Background: an optimization exercise with open tools, aiming at a short achievable clock period and few clock cycles. Do not read the settings as production practice.
Function was checked by simulation only, so behaviour that the tests miss may differ from the original.
Power is estimated from default activity; no workload was simulated.

File: flow/run.sh
#!/bin/bash
# synth_recipe.tcl (not shown) runs the flow's synth.tcl, then flattens the netlist and writes it again
# the make line also repeats each setting of config.mk as NAME=value (left out here)
make -C /OpenROAD-flow-scripts/flow DESIGN_CONFIG=/design/flow/config.mk WORK_HOME=/design/flow/orfs CLKGATE_MAP_FILE= SYNTH_SCRIPT=/design/flow/synth_recipe.tcl finish
File: flow/config.mk
export PLATFORM = sky130hd
export DESIGN_NAME = rv_core
export DESIGN_NICKNAME = rv_core
export VERILOG_FILES = /design/flow/design.v
export SDC_FILE = /design/flow/constraint.sdc
export NUM_CORES = 8
export LEC_CHECK = 0
export CAP_MARGIN = 20
export CORE_MARGIN = 2
export CORE_UTILIZATION = 30
export SLEW_MARGIN = 20
File: flow/constraint.sdc
create_clock -name core_clock -period 9.0 [get_ports {clk}]
set_input_delay 1.8000 -clock core_clock [delete_from_list [all_inputs] [get_ports {clk}]]
set_output_delay 1.8000 -clock core_clock [all_outputs]
set_load 0.01 [all_outputs]
File: flow/design.v
`timescale 1ns/1ps
`default_nettype none
package rv_pkg;
	typedef enum logic [5:0] {
		OP_LUI, OP_AUIPC, OP_JAL, OP_JALR,
		OP_BEQ, OP_BNE, OP_BLT, OP_BGE, OP_BLTU, OP_BGEU,
		OP_LB, OP_LH, OP_LW, OP_LBU, OP_LHU,
		OP_SB, OP_SH, OP_SW,
		OP_ADDI, OP_SLTI, OP_SLTIU, OP_XORI, OP_ORI, OP_ANDI,
		OP_SLLI, OP_SRLI, OP_SRAI,
		OP_ADD, OP_SUB, OP_SLL, OP_SLT, OP_SLTU,
		OP_XOR, OP_SRL, OP_SRA, OP_OR, OP_AND,
		OP_FENCE, OP_ECALL, OP_EBREAK,
		OP_NOP
	} rv_op_e;
	typedef enum logic [1:0] {
		SZ_BYTE,
		SZ_HALF,
		SZ_WORD
	} mem_size_e;
	typedef struct packed {
		rv_op_e      op;
		logic [4:0]  rd;
		logic [4:0]  rs1;
		logic [4:0]  rs2;
		logic [31:0] imm;     
		logic        rd_we;   
	} rv_decoded_t;
	typedef struct packed {
		logic        valid;
		logic        is_store;
		mem_size_e   size;
		logic        is_unsigned;
		logic [31:0] addr;    
		logic [31:0] wdata;   
		logic [4:0]  rd;
	} mem_req_t;
	typedef struct packed {
		logic        awvalid;
		logic [31:0] awaddr;
		logic        wvalid;
		logic [31:0] wdata;
		logic [3:0]  wstrb;
		logic        bready;
		logic        arvalid;
		logic [31:0] araddr;
		logic        rready;
	} axil_req_t;
	typedef struct packed {
		logic        awready;
		logic        wready;
		logic        bvalid;
		logic [1:0]  bresp;
		logic        arready;
		logic        rvalid;
		logic [31:0] rdata;
		logic [1:0]  rresp;
	} axil_rsp_t;
endpackage
`default_nettype wire
`timescale 1ns/1ps
`default_nettype none
module rv_decoder (
	input  wire [31:0]          i_instr,
	output rv_pkg::rv_decoded_t o_dec
);
	typedef enum logic [6:0] {
		OPC_LOAD   = 7'b0000011,
		OPC_FENCE  = 7'b0001111,
		OPC_OPIMM  = 7'b0010011,
		OPC_AUIPC  = 7'b0010111,
		OPC_STORE  = 7'b0100011,
		OPC_OP     = 7'b0110011,
		OPC_LUI    = 7'b0110111,
		OPC_BRANCH = 7'b1100011,
		OPC_JALR   = 7'b1100111,
		OPC_JAL    = 7'b1101111,
		OPC_SYSTEM = 7'b1110011
	} opcode_e;
	opcode_e     opcode;
	logic [2:0]  funct3;
	logic [6:0]  funct7;
	logic [31:0] imm_i;
	logic [31:0] imm_s;
	logic [31:0] imm_b;
	logic [31:0] imm_u;
	logic [31:0] imm_j;
	logic [31:0] imm;
	logic        writes_rd;
	rv_pkg::rv_op_e      op;
	assign opcode = opcode_e'(i_instr[6:0]);
	assign funct3 = i_instr[14:12];
	assign funct7 = i_instr[31:25];
	assign imm_i = {{20{i_instr[31]}}, i_instr[31:20]};
	assign imm_s = {{20{i_instr[31]}}, i_instr[31:25], i_instr[11:7]};
	assign imm_b = {{19{i_instr[31]}}, i_instr[31], i_instr[7], i_instr[30:25],
		i_instr[11:8], 1'b0};   
	assign imm_u = {i_instr[31:12], 12'd0};
	assign imm_j = {{11{i_instr[31]}}, i_instr[31], i_instr[19:12], i_instr[20],
		i_instr[30:21], 1'b0};
	always_comb begin
		op = rv_pkg::OP_NOP;   
		case (opcode)
			OPC_LUI:   op = rv_pkg::OP_LUI;
			OPC_AUIPC: op = rv_pkg::OP_AUIPC;
			OPC_JAL:   op = rv_pkg::OP_JAL;
			OPC_JALR:  op = (funct3 == 3'b000) ? rv_pkg::OP_JALR : rv_pkg::OP_NOP;
			OPC_FENCE: op = (funct3 == 3'b000) ? rv_pkg::OP_FENCE : rv_pkg::OP_NOP;
			OPC_BRANCH: begin
				case (funct3)
					3'b000:  op = rv_pkg::OP_BEQ;
					3'b001:  op = rv_pkg::OP_BNE;
					3'b100:  op = rv_pkg::OP_BLT;
					3'b101:  op = rv_pkg::OP_BGE;
					3'b110:  op = rv_pkg::OP_BLTU;
					3'b111:  op = rv_pkg::OP_BGEU;
					default: op = rv_pkg::OP_NOP;
				endcase
			end
			OPC_LOAD: begin
				case (funct3)
					3'b000:  op = rv_pkg::OP_LB;
					3'b001:  op = rv_pkg::OP_LH;
					3'b010:  op = rv_pkg::OP_LW;
					3'b100:  op = rv_pkg::OP_LBU;
					3'b101:  op = rv_pkg::OP_LHU;
					default: op = rv_pkg::OP_NOP;
				endcase
			end
			OPC_STORE: begin
				case (funct3)
					3'b000:  op = rv_pkg::OP_SB;
					3'b001:  op = rv_pkg::OP_SH;
					3'b010:  op = rv_pkg::OP_SW;
					default: op = rv_pkg::OP_NOP;
				endcase
			end
			OPC_OPIMM: begin
				case (funct3)
					3'b000:  op = rv_pkg::OP_ADDI;
					3'b010:  op = rv_pkg::OP_SLTI;
					3'b011:  op = rv_pkg::OP_SLTIU;
					3'b100:  op = rv_pkg::OP_XORI;
					3'b110:  op = rv_pkg::OP_ORI;
					3'b111:  op = rv_pkg::OP_ANDI;
					3'b001:  op = (funct7 == 7'b0000000) ? rv_pkg::OP_SLLI : rv_pkg::OP_NOP;
					default: begin
						if (funct7 == 7'b0000000)
							op = rv_pkg::OP_SRLI;
						else if (funct7 == 7'b0100000)
							op = rv_pkg::OP_SRAI;
					end
				endcase
			end
			OPC_OP: begin
				case ({funct7, funct3})
					10'b0000000_000: op = rv_pkg::OP_ADD;
					10'b0100000_000: op = rv_pkg::OP_SUB;
					10'b0000000_001: op = rv_pkg::OP_SLL;
					10'b0000000_010: op = rv_pkg::OP_SLT;
					10'b0000000_011: op = rv_pkg::OP_SLTU;
					10'b0000000_100: op = rv_pkg::OP_XOR;
					10'b0000000_101: op = rv_pkg::OP_SRL;
					10'b0100000_101: op = rv_pkg::OP_SRA;
					10'b0000000_110: op = rv_pkg::OP_OR;
					10'b0000000_111: op = rv_pkg::OP_AND;
					default:         op = rv_pkg::OP_NOP;
				endcase
			end
			OPC_SYSTEM: begin
				if (i_instr[31:7] == 25'd0)
					op = rv_pkg::OP_ECALL;
				else if (i_instr[31:7] == {12'h001, 13'd0})
					op = rv_pkg::OP_EBREAK;
			end
			default: op = rv_pkg::OP_NOP;
		endcase
	end
	always_comb begin
		case (opcode)
			OPC_STORE:          imm = imm_s;
			OPC_BRANCH:         imm = imm_b;
			OPC_LUI, OPC_AUIPC: imm = imm_u;
			OPC_JAL:            imm = imm_j;
			default:            imm = imm_i;   
		endcase
	end
	assign writes_rd = !((op == rv_pkg::OP_BEQ || op == rv_pkg::OP_BNE || op == rv_pkg::OP_BLT || op == rv_pkg::OP_BGE || op == rv_pkg::OP_BLTU || op == rv_pkg::OP_BGEU || op == rv_pkg::OP_SB || op == rv_pkg::OP_SH || op == rv_pkg::OP_SW || op == rv_pkg::OP_FENCE || op == rv_pkg::OP_ECALL || op == rv_pkg::OP_EBREAK || op == rv_pkg::OP_NOP));
	always_comb begin
		o_dec.op    = op;
		o_dec.rd    = i_instr[11:7];
		o_dec.rs1   = i_instr[19:15];
		o_dec.rs2   = i_instr[24:20];
		o_dec.imm   = imm;
		o_dec.rd_we = writes_rd && (i_instr[11:7] != 5'd0);
	end
endmodule
`default_nettype wire
`timescale 1ns/1ps
`default_nettype none
module rv_regfile (
	input  wire        clk,
	input  wire        mif,
	input  wire [4:0]  i_rs1,
	input  wire [4:0]  i_rs2,
	output logic [31:0] o_rs1_data,
	output logic [31:0] o_rs2_data,
	input  wire        i_we,
	input  wire [4:0]  i_rd,
	input  wire [31:0] i_wdata
);
	logic [31:0] regs [31:1];   
	always_ff @(posedge clk or negedge mif) begin
		if (!mif) begin
			for (int i = 1; i < 32; i++) begin
				regs[i] <= 32'd0;
			end
		end else if (i_we && (i_rd != 5'd0)) begin
			regs[i_rd] <= i_wdata;
		end
	end
	assign o_rs1_data = (i_rs1 == 5'd0) ? 32'd0 : regs[i_rs1];
	assign o_rs2_data = (i_rs2 == 5'd0) ? 32'd0 : regs[i_rs2];
endmodule
`default_nettype wire
`timescale 1ns/1ps
`default_nettype none
module rv_execute #(
	parameter logic [31:0] RESET_PC = 32'h8000_0000
) (
	input  wire                 clk,
	input  wire                 mif,
	input  wire rv_pkg::rv_decoded_t i_dec,
	input  wire [31:0]          i_rs1_data,
	input  wire [31:0]          i_rs2_data,
	input  wire                 i_stall,
	output logic [31:0]         o_pc,
	output logic [31:0]         o_result,
	output logic                o_reg_we,
	output rv_pkg::mem_req_t    o_mem_req
);
	logic [31:0] pc;
	logic [31:0] pc_plus4;
	logic [31:0] pc_plus_imm;
	logic [31:0] rs1_plus_imm;
	logic [31:0] op_b;
	logic [31:0] target;
	logic        take;
	logic        is_load;
	logic        is_store;
	assign pc_plus4     = pc + 32'd4;
	assign pc_plus_imm  = pc + i_dec.imm;
	assign rs1_plus_imm = i_rs1_data + i_dec.imm;   
	assign op_b = ((i_dec.op == rv_pkg::OP_ADD || i_dec.op == rv_pkg::OP_SUB || i_dec.op == rv_pkg::OP_SLL || i_dec.op == rv_pkg::OP_SLT || i_dec.op == rv_pkg::OP_SLTU || i_dec.op == rv_pkg::OP_XOR || i_dec.op == rv_pkg::OP_SRL || i_dec.op == rv_pkg::OP_SRA || i_dec.op == rv_pkg::OP_OR || i_dec.op == rv_pkg::OP_AND)) ? i_rs2_data : i_dec.imm;
	always_comb begin
		case (i_dec.op)
			rv_pkg::OP_LUI:            o_result = i_dec.imm;
			rv_pkg::OP_AUIPC:          o_result = pc_plus_imm;
			rv_pkg::OP_JAL, rv_pkg::OP_JALR:   o_result = pc_plus4;   
			rv_pkg::OP_ADD, rv_pkg::OP_ADDI:   o_result = i_rs1_data + op_b;
			rv_pkg::OP_SUB:            o_result = i_rs1_data - op_b;
			rv_pkg::OP_SLT, rv_pkg::OP_SLTI:   o_result = {31'd0, $signed(i_rs1_data) < $signed(op_b)};
			rv_pkg::OP_SLTU, rv_pkg::OP_SLTIU: o_result = {31'd0, i_rs1_data < op_b};
			rv_pkg::OP_XOR, rv_pkg::OP_XORI:   o_result = i_rs1_data ^ op_b;
			rv_pkg::OP_OR, rv_pkg::OP_ORI:     o_result = i_rs1_data | op_b;
			rv_pkg::OP_AND, rv_pkg::OP_ANDI:   o_result = i_rs1_data & op_b;
			rv_pkg::OP_SLL, rv_pkg::OP_SLLI:   o_result = i_rs1_data << op_b[4:0];
			rv_pkg::OP_SRL, rv_pkg::OP_SRLI:   o_result = i_rs1_data >> op_b[4:0];
			rv_pkg::OP_SRA, rv_pkg::OP_SRAI:   o_result = $signed(i_rs1_data) >>> op_b[4:0];
			default:           o_result = 32'd0;
		endcase
	end
	always_comb begin
		case (i_dec.op)
			rv_pkg::OP_JAL, rv_pkg::OP_JALR: take = 1'b1;
			rv_pkg::OP_BEQ:          take = (i_rs1_data == i_rs2_data);
			rv_pkg::OP_BNE:          take = (i_rs1_data != i_rs2_data);
			rv_pkg::OP_BLT:          take = ($signed(i_rs1_data) < $signed(i_rs2_data));
			rv_pkg::OP_BGE:          take = ($signed(i_rs1_data) >= $signed(i_rs2_data));
			rv_pkg::OP_BLTU:         take = (i_rs1_data < i_rs2_data);
			rv_pkg::OP_BGEU:         take = (i_rs1_data >= i_rs2_data);
			default:         take = 1'b0;
		endcase
	end
	assign target = (i_dec.op == rv_pkg::OP_JALR) ? {rs1_plus_imm[31:1], 1'b0} : pc_plus_imm;
	always_ff @(posedge clk or negedge mif) begin
		if (!mif)
			pc <= RESET_PC;
		else if (!i_stall)
			pc <= take ? target : pc_plus4;
	end
	assign is_load  = (i_dec.op == rv_pkg::OP_LB || i_dec.op == rv_pkg::OP_LH || i_dec.op == rv_pkg::OP_LW || i_dec.op == rv_pkg::OP_LBU || i_dec.op == rv_pkg::OP_LHU);
	assign is_store = (i_dec.op == rv_pkg::OP_SB || i_dec.op == rv_pkg::OP_SH || i_dec.op == rv_pkg::OP_SW);
	always_comb begin
		o_mem_req.valid    = is_load | is_store;
		o_mem_req.is_store = is_store;
		case (i_dec.op)
			rv_pkg::OP_LB, rv_pkg::OP_LBU, rv_pkg::OP_SB: o_mem_req.size = rv_pkg::SZ_BYTE;
			rv_pkg::OP_LH, rv_pkg::OP_LHU, rv_pkg::OP_SH: o_mem_req.size = rv_pkg::SZ_HALF;
			default:              o_mem_req.size = rv_pkg::SZ_WORD;
		endcase
		o_mem_req.is_unsigned = (i_dec.op == rv_pkg::OP_LBU || i_dec.op == rv_pkg::OP_LHU);
		o_mem_req.addr        = rs1_plus_imm;
		o_mem_req.wdata       = i_rs2_data;
		o_mem_req.rd          = i_dec.rd;
	end
	assign o_pc     = pc;
	assign o_reg_we = i_dec.rd_we & ~o_mem_req.valid & ~i_stall;   
endmodule
`default_nettype wire
`timescale 1ns/1ps
`default_nettype none
module umem_axi (
	input  wire                    clk,
	input  wire                    mif,
	input  wire rv_pkg::mem_req_t  i_req,
	output logic                   o_busy,
	output logic                   o_ld_we,
	output logic [4:0]             o_ld_rd,
	output logic [31:0]            o_ld_data,
	output rv_pkg::axil_req_t      o_axi,
	input  wire rv_pkg::axil_rsp_t i_axi
);
	typedef enum logic [2:0] {
		IDLE,
		WRITE,
		WRESP,
		READ,
		RRESP
	} state_e;
	state_e      state;
	logic        aw_pend;
	logic        w_pend;
	logic        aw_left;
	logic        w_left;
	logic        resp_done;
	logic [31:0] addr_q;
	logic [31:0] wdata_q;
	logic [3:0]  wstrb_q;
	rv_pkg::mem_size_e   size_q;
	logic        unsigned_q;
	logic [4:0]  rd_q;
	logic [31:0] lane_data;
	logic [3:0]  lane_strb;
	logic [31:0] rdata_lane;
	always_comb begin
		case (i_req.size)
			rv_pkg::SZ_BYTE: begin
				lane_data = {24'd0, i_req.wdata[7:0]};
				lane_strb = 4'b0001;
			end
			rv_pkg::SZ_HALF: begin
				lane_data = {16'd0, i_req.wdata[15:0]};
				lane_strb = 4'b0011;
			end
			default: begin
				lane_data = i_req.wdata;
				lane_strb = 4'b1111;
			end
		endcase
	end
	assign aw_left   = aw_pend & ~i_axi.awready;   
	assign w_left    = w_pend & ~i_axi.wready;
	assign resp_done = ((state == WRESP) & i_axi.bvalid) | ((state == RRESP) & i_axi.rvalid);
	always_ff @(posedge clk or negedge mif) begin
		if (!mif) begin
			state   <= IDLE;
			aw_pend <= 1'b0;
			w_pend  <= 1'b0;
		end else begin
			case (state)
				IDLE: begin
					if (i_req.valid && i_req.is_store) begin
						state   <= WRITE;
						aw_pend <= 1'b1;
						w_pend  <= 1'b1;
					end else if (i_req.valid) begin
						state <= READ;
					end
				end
				WRITE: begin
					aw_pend <= aw_left;
					w_pend  <= w_left;
					if (!aw_left && !w_left)
						state <= WRESP;
				end
				READ:    state <= i_axi.arready ? RRESP : READ;
				default: state <= resp_done ? IDLE : state;
			endcase
		end
	end
	always_ff @(posedge clk) begin
		if (state == IDLE && i_req.valid) begin
			addr_q     <= i_req.addr;
			wdata_q    <= lane_data << {i_req.addr[1:0], 3'b000};
			wstrb_q    <= lane_strb << i_req.addr[1:0];
			size_q     <= i_req.size;
			unsigned_q <= i_req.is_unsigned;
			rd_q       <= i_req.rd;
		end
	end
	assign rdata_lane = i_axi.rdata >> {addr_q[1:0], 3'b000};
	always_comb begin
		case (size_q)
			rv_pkg::SZ_BYTE: o_ld_data = {{24{~unsigned_q & rdata_lane[7]}}, rdata_lane[7:0]};
			rv_pkg::SZ_HALF: o_ld_data = {{16{~unsigned_q & rdata_lane[15]}}, rdata_lane[15:0]};
			default: o_ld_data = rdata_lane;
		endcase
	end
	assign o_ld_we = (state == RRESP) & i_axi.rvalid;
	assign o_ld_rd = rd_q;
	assign o_busy  = (state == IDLE) ? i_req.valid : ~resp_done;   
	always_comb begin
		o_axi.awvalid = aw_pend;
		o_axi.awaddr  = {addr_q[31:2], 2'b00};
		o_axi.wvalid  = w_pend;
		o_axi.wdata   = wdata_q;
		o_axi.wstrb   = wstrb_q;
		o_axi.bready  = (state == WRESP);
		o_axi.arvalid = (state == READ);
		o_axi.araddr  = {addr_q[31:2], 2'b00};
		o_axi.rready  = (state == RRESP);
	end
endmodule
`default_nettype wire
`timescale 1ns/1ps
`default_nettype none
module rv_core #(
	parameter logic [31:0] RESET_PC = 32'h8000_0000
) (
	input  wire                    clk,
	input  wire                    mif,
	output logic [31:0]            o_imem_addr,
	input  wire [31:0]             i_imem_data,
	output logic                   o_axi_awvalid,
	output logic [31:0]            o_axi_awaddr,
	input  wire                    i_axi_awready,
	output logic                   o_axi_wvalid,
	output logic [31:0]            o_axi_wdata,
	output logic [3:0]             o_axi_wstrb,
	input  wire                    i_axi_wready,
	input  wire                    i_axi_bvalid,
	input  wire [1:0]              i_axi_bresp,
	output logic                   o_axi_bready,
	output logic                   o_axi_arvalid,
	output logic [31:0]            o_axi_araddr,
	input  wire                    i_axi_arready,
	input  wire                    i_axi_rvalid,
	input  wire [31:0]             i_axi_rdata,
	input  wire [1:0]              i_axi_rresp,
	output logic                   o_axi_rready
);
	rv_pkg::axil_req_t o_axi;
	rv_pkg::axil_rsp_t i_axi;
	assign o_axi_awvalid = o_axi.awvalid;
	assign o_axi_awaddr  = o_axi.awaddr;
	assign o_axi_wvalid  = o_axi.wvalid;
	assign o_axi_wdata   = o_axi.wdata;
	assign o_axi_wstrb   = o_axi.wstrb;
	assign o_axi_bready  = o_axi.bready;
	assign o_axi_arvalid = o_axi.arvalid;
	assign o_axi_araddr  = o_axi.araddr;
	assign o_axi_rready  = o_axi.rready;
	assign i_axi.awready = i_axi_awready;
	assign i_axi.wready  = i_axi_wready;
	assign i_axi.bvalid  = i_axi_bvalid;
	assign i_axi.bresp   = i_axi_bresp;
	assign i_axi.arready = i_axi_arready;
	assign i_axi.rvalid  = i_axi_rvalid;
	assign i_axi.rdata   = i_axi_rdata;
	assign i_axi.rresp   = i_axi_rresp;
	rv_pkg::rv_decoded_t dec;
	rv_pkg::mem_req_t    mem_req;
	logic [31:0] rs1_data;
	logic [31:0] rs2_data;
	logic [31:0] exe_result;
	logic        exe_we;
	logic        stall;
	logic        mem_busy;
	logic        ld_we;
	logic [4:0]  ld_rd;
	logic [31:0] ld_data;
	logic        wr_we;
	logic [4:0]  wr_rd;
	logic [31:0] wr_data;
	rv_decoder u_rv_decoder (
		.i_instr (i_imem_data),   
		.o_dec   (dec)
	);
	rv_regfile u_rv_regfile (
		.clk        (clk),
		.mif        (mif),
		.i_rs1      (dec.rs1),
		.i_rs2      (dec.rs2),
		.o_rs1_data (rs1_data),
		.o_rs2_data (rs2_data),
		.i_we       (wr_we),
		.i_rd       (wr_rd),
		.i_wdata    (wr_data)
	);
	rv_execute #(
		.RESET_PC (RESET_PC)
	) u_rv_execute (
		.clk        (clk),
		.mif        (mif),
		.i_dec      (dec),
		.i_rs1_data (rs1_data),
		.i_rs2_data (rs2_data),
		.i_stall    (stall),
		.o_pc       (o_imem_addr),
		.o_result   (exe_result),
		.o_reg_we   (exe_we),
		.o_mem_req  (mem_req)
	);
	umem_axi u_umem_axi (
		.clk       (clk),
		.mif       (mif),
		.i_req     (mem_req),
		.o_busy    (mem_busy),
		.o_ld_we   (ld_we),
		.o_ld_rd   (ld_rd),
		.o_ld_data (ld_data),
		.o_axi     (o_axi),
		.i_axi     (i_axi)
	);
	assign stall = mem_req.valid & mem_busy;
	assign wr_we   = ld_we | exe_we;   
	assign wr_rd   = ld_we ? ld_rd : dec.rd;
	assign wr_data = ld_we ? ld_data : exe_result;
endmodule
`default_nettype wire
==> qor.yml <==
run_status: "complete, no violations"
cp_max_fo: 31
drc: 0
r2r_slack_ns: 2.03
grt_max_degree: 146
utilization: 0.3744
vias: 83380
seq_area_frac_synth: 0.3866
cp.arrival_ns: 9.41
critPathKind: "in -> reg"
synth_cells: 8653
ioPinCount: 212
rsz0062_at_grt: "no"
fillers: 24820
multi_input_area_sq_um: 40660
power-per-cell-area_nw_per_um2: 165.9
tightestPinTransition_ns: 1.200
clockBufferDepth: 3
groute.usage.overall: 0.3913
tritoncts: "done"
regArea_sq_um: 28030
wl_per_cell_um: 39.72
slew_headroom: 0.1960
core_sq_um: 240500
cts.hold.buffers_added: 0
hp-class: "reg -> reg"
grt_pass1_vias: 77580
grt_pass1_wl_mm: 664.8
timing.hold.ws_ns: 0.5050
die_h_um: 495.6
min_period_ns: 8.747
areaGrowthSynthToFinish_pct: 24.20
clock_latency_ns: 0.88
antenna_found_initial: 49
first_pass_iters: 12
setup_viol: 0
ys_ff_latch: 1105
period_share: 0.9718
placed_area_sq_um: 85290
critPathBufInv: 8
cpMostUsedCell: "buf_4"
cpLargestDelayFamily: "simple AND/OR/NAND/NOR gates"
die_area_sq_um: 245700
final_nets: 9451
synth_enable_flop_cells: 76
stdcell_area_sq_um: 90060
die_w_um: 495.6
crit_required_ns: 9.66
clkTransAtPathRegs_ns: 0.06
ys_types: 109
drive_gt1_frac: 0.1840
power.total_w: 0.01494
endpoint_kind: "flip-flop"
leakage_nw: 38.35
clkSinkCount: 1105
syn_area_per_cell_sq_um: 8.380
io_buffers: 203
cts_made_buffers: 133
async_flop_share: 0.9312
place.gp.congestion: 1.077
pre_cts_ws_ns: -0.3123
hold_violations: 0
num_rows: 180
cts_root_buffer: "clkbuf_16"
vdd_drop_max_mv: 0.1775
fmax_mhz: 114.3
synth_top_flop_cell: "dfrtp_1"
syn_area_sq_um: 72510
wl_mm: 496.8
fin_ws_ns: 0.2534
cp_slowest_stage_delay_ns: 0.64
slew_violations: 0
setup.worst_path.start_class: "primary input"
start_util: 0.3015
viasPerCell: 6.668
h-tree-depth: 4
overflow: 0
yosysWarnings: 5
antenna_left: 0
skew_ns: 0.06604
drtIter0Drc: 13800
crit_slowest_cell: "nor4_2"
drv_cap: 0
place.detailed.hpwl_mm: 354.2
## synth_stat cells, drive strengths merged, types with 18 or more instances
cell     number  area [sq um]
nor2        434          1634
mux2i        55         550.5
edfxtp       76          2282
a222oi       43         430.4
buf         312          1810
mux2        209          2354
o21ai       963          4872
a221o        23         230.2
o211ai       95         713.2
nand3       688          3453
ha          196          2452
or3          21         131.4
nor4         58         384.1
a32oi        21         183.9
xor2         33         289.0
nor3        110         570.6
and3        115         719.4
a22o        142          1244
a31oi        99         619.3
dfrtp      1028         25720
inv         206         773.2
xnor2        70         613.1
nand2b       40         250.2
a22oi       351          2635
nor3b        19         147.6
and4         34         297.8
o21bai       27         202.7
o2111ai      29         254.0
a21o         77         578.1
o22ai        62         401.6
a211oi       66         510.5
a221oi      131          1166
a2111oi      37         330.3
and2         46         287.8
a21oi       433          2167
nor2b        51         319.1
nand2      1103          4148
or2          18         112.6
o221ai       39         341.6
nand4       202          1270
nand3b       34         255.2
clkbuf      547          2062
o31ai        83         648.1
o21a         34         262.8
## metrics by stage
step | TNS, ns | cells
after detailed placement | -42.32 | 12230
final | 0 | 12510
after global placement | -61.53 | 12230
after floorplan | 0 | 8656
after CTS | 0 | 12470
after global routing | 0 | 12470
## where the power goes
group / total, W / switching [W] / internal [W]
logic: 0.00352 / 0.00231 / 0.00121
registers: 0.00550 / 0.000313 / 0.00518
clock network: 0.00592 / 0.00251 / 0.00341
## repair_timing
item | CTS | global route
resized for setup | 0 | 1
endpoints found under the setup margin | 0 | 62
buffers inserted | 0 | 0
## worst paths after layout
| path | startpoint | end | cells after the start |
|---|---|---|---|
| setup / recovery | i_imem_data[25] | u_rv_regfile.regs[31][25]$_DFFE_PN0P_ | 27 |
| max in group asynchronous | mif | u_rv_regfile.regs[5][3]$_DFFE_PN0P_ | 3 |
| setup reg to reg | u_rv_regfile.regs[30][1]$_DFFE_PN0P_ | u_rv_regfile.regs[31][25]$_DFFE_PN0P_ | 24 |
| hold / removal | u_rv_regfile.regs[1][30]$_DFFE_PN0P_ | u_rv_regfile.regs[1][30]$_DFFE_PN0P_ | 2 |
| min in group asynchronous | mif | u_rv_regfile.regs[22][8]$_DFFE_PN0P_ | 1 |
| hold reg to reg | u_rv_regfile.regs[1][30]$_DFFE_PN0P_ | u_rv_regfile.regs[1][30]$_DFFE_PN0P_ | 2 |
## placed cells by master (no fill, tap or decap), types with 40 or more instances in the layout
cell / n
a22o_1: 142
buf_12: 164
and3_1: 113
nor2b_1: 46
inv_1: 202
and2_1: 41
clkdlybuf4s50_1: 192
o22ai_1: 60
a222oi_1: 43
xnor2_1: 70
dfrtp_1: 1028
a211oi_1: 62
a22oi_1: 349
ha_1: 196
nor4_1: 53
nand2_1: 1067
nand2b_1: 40
a221oi_1: 128
o21ai_0: 794
edfxtp_1: 76
nand4_1: 201
a31oi_1: 91
nor3_1: 100
mux2i_1: 55
nor2_1: 375
buf_4: 876
o31ai_1: 78
clkbuf_16: 135
a21oi_1: 421
o211ai_1: 95
mux2_2: 208
nand3_1: 686
a21o_1: 77
o21ai_1: 156
## worst register-to-register path, stage by stage, from the launching register on
cell and delay (ns):
dfrtp_1 0.46, mux2_1 0.32, and3_1 0.20, a311o_1 0.27, or4_4 0.61, o21a_4 0.25, nor2_1 0.16, buf_4 0.23
inv_1 0.09, ha_1 0.26, o311ai_0 0.52, a21oi_1 0.29, o2111a_1 0.38, o21a_1 0.33, o311a_1 0.43, nor2_1 0.17
xnor2_1 0.08, a221oi_1 0.32, buf_4 0.19, nor4b_1 0.39, buf_4 0.23, nand2_1 0.07, a21oi_2 0.21, buf_12 0.20
o21ai_1 0.12
## metal layers
layer  part of all wire  track usage
met1               0.35       0.4528
met2               0.41       0.5600
met3               0.13       0.1530
met4               0.11       0.3443
met5            0.00058    0.0001931
## area by class of cell
type	count	area share
antenna	35	0.0009725
tap	3185	0.04425
clock buffer	178	0.04152
clock inverter	66	0.01017
sequential	1105	0.3113
timing repair buffer	1244	0.1317
inverter	206	0.008586
multi-input combinational	6486	0.4515
## flip-flops by register name, indices dropped and copies added (netlist names)
| name | cells |
|---|---|
| u_umem_axi.addr_q | 32 |
| u_umem_axi.rd_q | 5 |
| u_umem_axi.unsigned_q | 1 |
| u_umem_axi.aw_pend | 1 |
| u_umem_axi.wstrb_q | 4 |
| u_rv_execute.pc | 32 |
| u_umem_axi.w_pend | 1 |
| u_rv_regfile.regs | 992 |
| u_umem_axi.size_q | 2 |
| u_umem_axi.wdata_q | 32 |
| u_umem_axi.state | 3 |
## cells by family (layout without fill, tap and decap cells)
kind of cell | count (synthesis) | in the layout | share of synthesized area
compound gates | 2886 | 2886 | 0.2622
xor+xnor | 103 | 103 | 0.01244
fa+ha+maj | 200 | 200 | 0.03492
buf+inv | 1065 | 1694 | 0.06407
flops | 1105 | 1105 | 0.3866
mux | 264 | 264 | 0.04005
other cells | 1 | 39 | 0.00005172
simple gates | 3029 | 3029 | 0.1997
Testbench counts, summed over its fixed seeds: cycles 227,197.

[what the ideal ports hide]
Ports are ideal in the flow. The routed layout listed here was re-timed in OpenROAD.
Step 1 sets driving cells, clkbuf_16 on the clock port and buf_2 on the other inputs (assumed; they add their load-dependent delay and slew).
Step 2 also shifts input and output timing later by t, the mid clock arrival at the registers, as if the neighbouring blocks saw the same clock.
a / b / c = ideal / step 1 / step 2; a / b = the first two.
t, ns: 0.949
setup slack, ns: 0.253 / 0.335 / -0.614
latest minus earliest clock arrival (ns): 0.067 / 0.068
worst register clock-pin slew, ns: 0.07 / 0.07
pins driven straight from the clock port: 1
With both steps, setup timing fails in this run, where it was met with ideal ports. The setup slack of this run moves by +0.082 ns with the drivers and by -0.867 ns with both steps.
